Source: an optimization exercise on an open RTL-to-GDS flow (aim: small area and a short achievable clock period). Production flows keep margins and buffers that such runs may drop. In this exercise RTL edits were held to simulation tests only and were not proved equivalent to the original. Power is estimated from default activity; no workload was simulated.

Setup of run a:
==> flow/design.v <==
module pram_fifo #(
    parameter int DEPTH  = 64,
    parameter int ADDR_W = 6
) (
    input  logic              clk,
    input  logic              reset,
    input  logic              cpu_we,
    input  logic [15:0]       cpu_wdata,
    input  logic              flush,
    input  logic              re,
    output logic [31:0]       PRAMdata,
    output logic              empty,
    output logic              full,
    output logic [ADDR_W:0]   count,
    output logic              half_pending,
    output logic              overflow,
    output logic              underflow
);
    localparam logic [ADDR_W:0] LP_DEPTH = (ADDR_W+1)'(DEPTH);
    logic [31:0]           r_mem [DEPTH];
    logic [ADDR_W-1:0]     r_wptr;
    logic [DEPTH-1:0]      r_rsel_lo;
    logic [DEPTH-1:0]      r_rsel_hi;
    logic [15:0]           r_hi;        
    logic                  r_half;
    logic [ADDR_W:0]       r_count;
    logic                  r_empty;
    logic                  r_full;
    logic [31:0]           r_data;
    logic                  r_ovf;
    logic                  r_udf;
    logic w_swap, w_pop, w_push_req, w_push, w_drop, w_clr, w_wen;
    logic [ADDR_W:0] w_cnt_inc, w_cnt_dec;
    logic w_one, w_almost;
    logic [31:0] w_rd;
    assign w_clr      = ~reset | flush;
    assign w_swap     = &cpu_wdata;
    assign w_pop      = re & ~r_empty;
    assign w_push_req = cpu_we & (r_half | w_swap);
    assign w_push     = w_push_req & (~r_full | re);
    assign w_drop     = w_push_req & r_full & ~re;
    assign w_wen      = ~r_full | re;
    always_ff @(posedge clk) begin
        if (w_wen) r_mem[r_wptr] <= {r_hi, cpu_wdata};
    end
    always_ff @(posedge clk) begin
        if (w_clr) begin
            r_half <= 1'b0;
            r_hi   <= 16'hFFFF;
        end else if (cpu_we) begin
            r_half <= ~r_half & ~w_swap;
            r_hi   <= r_half ? 16'hFFFF : cpu_wdata;
        end
    end
    logic [ADDR_W-1:0] w_wptr_inc;
    always_comb begin
        logic c;
        c = 1'b1;
        for (int i = 0; i < ADDR_W; i++) begin
            w_wptr_inc[i] = r_wptr[i] ^ c;
            c = c & r_wptr[i];
        end
    end
    always_ff @(posedge clk) begin
        if (w_clr) begin
            r_wptr <= '0;
            r_rsel_lo <= DEPTH'(1);
            r_rsel_hi <= DEPTH'(1);
        end else begin
            if (w_push) r_wptr <= w_wptr_inc;
            if (w_pop) begin
                r_rsel_lo <= {r_rsel_lo[DEPTH-2:0], r_rsel_lo[DEPTH-1]};
                r_rsel_hi <= {r_rsel_hi[DEPTH-2:0], r_rsel_hi[DEPTH-1]};
            end
        end
    end
    always_comb begin
        logic c_inc, c_dec;
        c_inc = 1'b1;
        c_dec = 1'b1;
        for (int i = 0; i <= ADDR_W; i++) begin
            w_cnt_inc[i] = r_count[i] ^ c_inc;
            w_cnt_dec[i] = r_count[i] ^ c_dec;
            c_inc = c_inc & r_count[i];
            c_dec = c_dec & ~r_count[i];
        end
    end
    assign w_one     = (r_count == (ADDR_W+1)'(1));
    assign w_almost  = (r_count == LP_DEPTH - 1'b1);
    logic w_inc, w_dec, w_hold;
    assign w_inc  = w_push & ~w_pop;
    assign w_dec  = w_pop & ~w_push;
    assign w_hold = ~(w_inc | w_dec);
    always_ff @(posedge clk) begin
        if (w_clr) begin
            r_count <= '0;
            r_empty <= 1'b1;
            r_full  <= 1'b0;
        end else begin
            r_count <= ({(ADDR_W+1){w_inc}}  & w_cnt_inc) |
                       ({(ADDR_W+1){w_dec}}  & w_cnt_dec) |
                       ({(ADDR_W+1){w_hold}} & r_count);
            r_empty <= (w_dec & w_one) | (w_hold & r_empty);
            r_full  <= (w_inc & w_almost) | (w_hold & r_full);
        end
    end
    always_comb begin
        w_rd = '0;
        for (int i = 0; i < DEPTH; i++) begin
            w_rd = w_rd | (r_mem[i] & {{16{r_rsel_hi[i]}}, {16{r_rsel_lo[i]}}});
        end
    end
    always_ff @(posedge clk) begin
        if (!reset) begin
            r_data <= '0;
        end else if (w_pop & ~flush) begin
            r_data <= w_rd;
        end
    end
    always_ff @(posedge clk) begin
        if (w_clr) begin
            r_ovf <= 1'b0;
            r_udf <= 1'b0;
        end else begin
            if (w_drop)         r_ovf <= 1'b1;
            if (re & r_empty)   r_udf <= 1'b1;
        end
    end
    assign PRAMdata     = r_data;
    assign empty        = r_empty;
    assign full         = r_full;
    assign count        = r_count;
    assign half_pending = r_half;
    assign overflow     = r_ovf;
    assign underflow    = r_udf;
endmodule
Settings: LEC_CHECK=0, CAP_MARGIN=20, CORE_MARGIN=2, CORE_UTILIZATION=60, CTS_CLUSTER_DIAMETER=80, CTS_CLUSTER_SIZE=25, PLACE_DENSITY=0.75, SETUP_SLACK_MARGIN=1.9, SLEW_MARGIN=20; clock period 4.0 ns.
standard.sh (not shown) runs the stock make flow with config.mk's settings and CLKGATE_MAP_FILE= SYNTH_SCRIPT=/design/flow/synth_recipe.tcl, a recipe that flattens the netlist after the stock synthesis.
==> flow/flow/run.sh <==
#!/bin/bash
# The standard layout, with the control pins grouped on one edge.
set -euo pipefail
here="$(cd "$(dirname "${BASH_SOURCE[0]}")" && pwd)"
cd "$here/.."
bash standard.sh IO_CONSTRAINTS="$here/io.tcl" finish > make_finish.log 2>&1
==> flow/flow/io.tcl <==
# Keep the control inputs and the status outputs together on one edge, so the
# swap-token detect and the occupancy logic are not spread across the die.
set_io_pin_constraint -region left:* -group -pin_names {cpu_wdata[0] cpu_wdata[1] cpu_wdata[2] cpu_wdata[3] cpu_wdata[4] cpu_wdata[5] cpu_wdata[6] cpu_wdata[7] cpu_wdata[8] cpu_wdata[9] cpu_wdata[10] cpu_wdata[11] cpu_wdata[12] cpu_wdata[13] cpu_wdata[14] cpu_wdata[15] cpu_we re flush reset count[0] count[1] count[2] count[3] count[4] count[5] count[6] empty full half_pending overflow underflow}
Relative to run a, the following input files were edited for run b:
--- a/flow/design.v
+++ b/flow/design.v
@@ -19,8 +19,7 @@
     localparam logic [ADDR_W:0] LP_DEPTH = (ADDR_W+1)'(DEPTH);
     logic [31:0]           r_mem [DEPTH];
     logic [ADDR_W-1:0]     r_wptr;
-    logic [DEPTH-1:0]      r_rsel_lo;
-    logic [DEPTH-1:0]      r_rsel_hi;
+    logic [DEPTH-1:0]      r_rsel;      
     logic [15:0]           r_hi;        
     logic                  r_half;
     logic [ADDR_W:0]       r_count;
@@ -64,14 +63,10 @@
     always_ff @(posedge clk) begin
         if (w_clr) begin
             r_wptr <= '0;
-            r_rsel_lo <= DEPTH'(1);
-            r_rsel_hi <= DEPTH'(1);
+            r_rsel <= DEPTH'(1);
         end else begin
             if (w_push) r_wptr <= w_wptr_inc;
-            if (w_pop) begin
-                r_rsel_lo <= {r_rsel_lo[DEPTH-2:0], r_rsel_lo[DEPTH-1]};
-                r_rsel_hi <= {r_rsel_hi[DEPTH-2:0], r_rsel_hi[DEPTH-1]};
-            end
+            if (w_pop)  r_rsel <= {r_rsel[DEPTH-2:0], r_rsel[DEPTH-1]};
         end
     end
     always_comb begin
@@ -107,7 +102,7 @@
     always_comb begin
         w_rd = '0;
         for (int i = 0; i < DEPTH; i++) begin
-            w_rd = w_rd | (r_mem[i] & {{16{r_rsel_hi[i]}}, {16{r_rsel_lo[i]}}});
+            w_rd = w_rd | (r_mem[i] & {32{r_rsel[i]}});
         end
     end
     always_ff @(posedge clk) begin
Run b completed; timing, DRC and antenna clean. The number of nets produced by synthesis number comes out lower for run b vs run a. Summary — routed wire length, run b relative to run a: higher, by about 6.6%. Comparing run a against run b, there is no change at all in count of input and output buffers. [compare] base=run a new=run b: fmax went down 7.6%; net switching power of the design went down 1.3%; total buffers and inverters traversed by the critical path held; clock-buffer cell count went down 13. Going from run a to run b, final standard cell area without fillers about even; power share of the combinational group about even. [compare] base=run a new=run b: clock skew after layout now sits higher, tapcell count down 0.74%, final total negative setup slack did not really move, utilization of the core after routing up 1.3 points. Ff count | run b vs run a | run b lower.

static timing again, ports no longer ideal:
Ports are ideal in the flow. The routed layouts listed here were re-timed in OpenROAD.
Step 1: set_driving_cell puts a clkbuf_16 on clk and a buf_2 on each other input, an assumption about the parent block.
Step 2 adds t to the input delays and takes it off the output delays; t is the mean of the earliest and latest rising clock arrival at the registers after step 1. Input paths then give back, and output paths get back, about the clock's delay inside the block.
Three values: ideal ports, drivers, drivers and shift; two values: the first two.
| run | t (ns) | slack for setup (ns) | hold slack, ns | cell pins on the clock port's net |
|---|---|---|---|---|
| run a | 0.859 | 1.702 / 1.702 / 1.125 | 0.475 / 0.475 / 0.475 | 1 |
| run b | 0.843 | 1.515 / 1.515 / 1.107 | 0.484 / 0.484 / 0.484 | 1 |
After both steps setup and hold are still met in every run listed. For run a, which loses most, drivers alone change the setup slack by 0.000 ns; drivers and shift together by -0.577 ns.
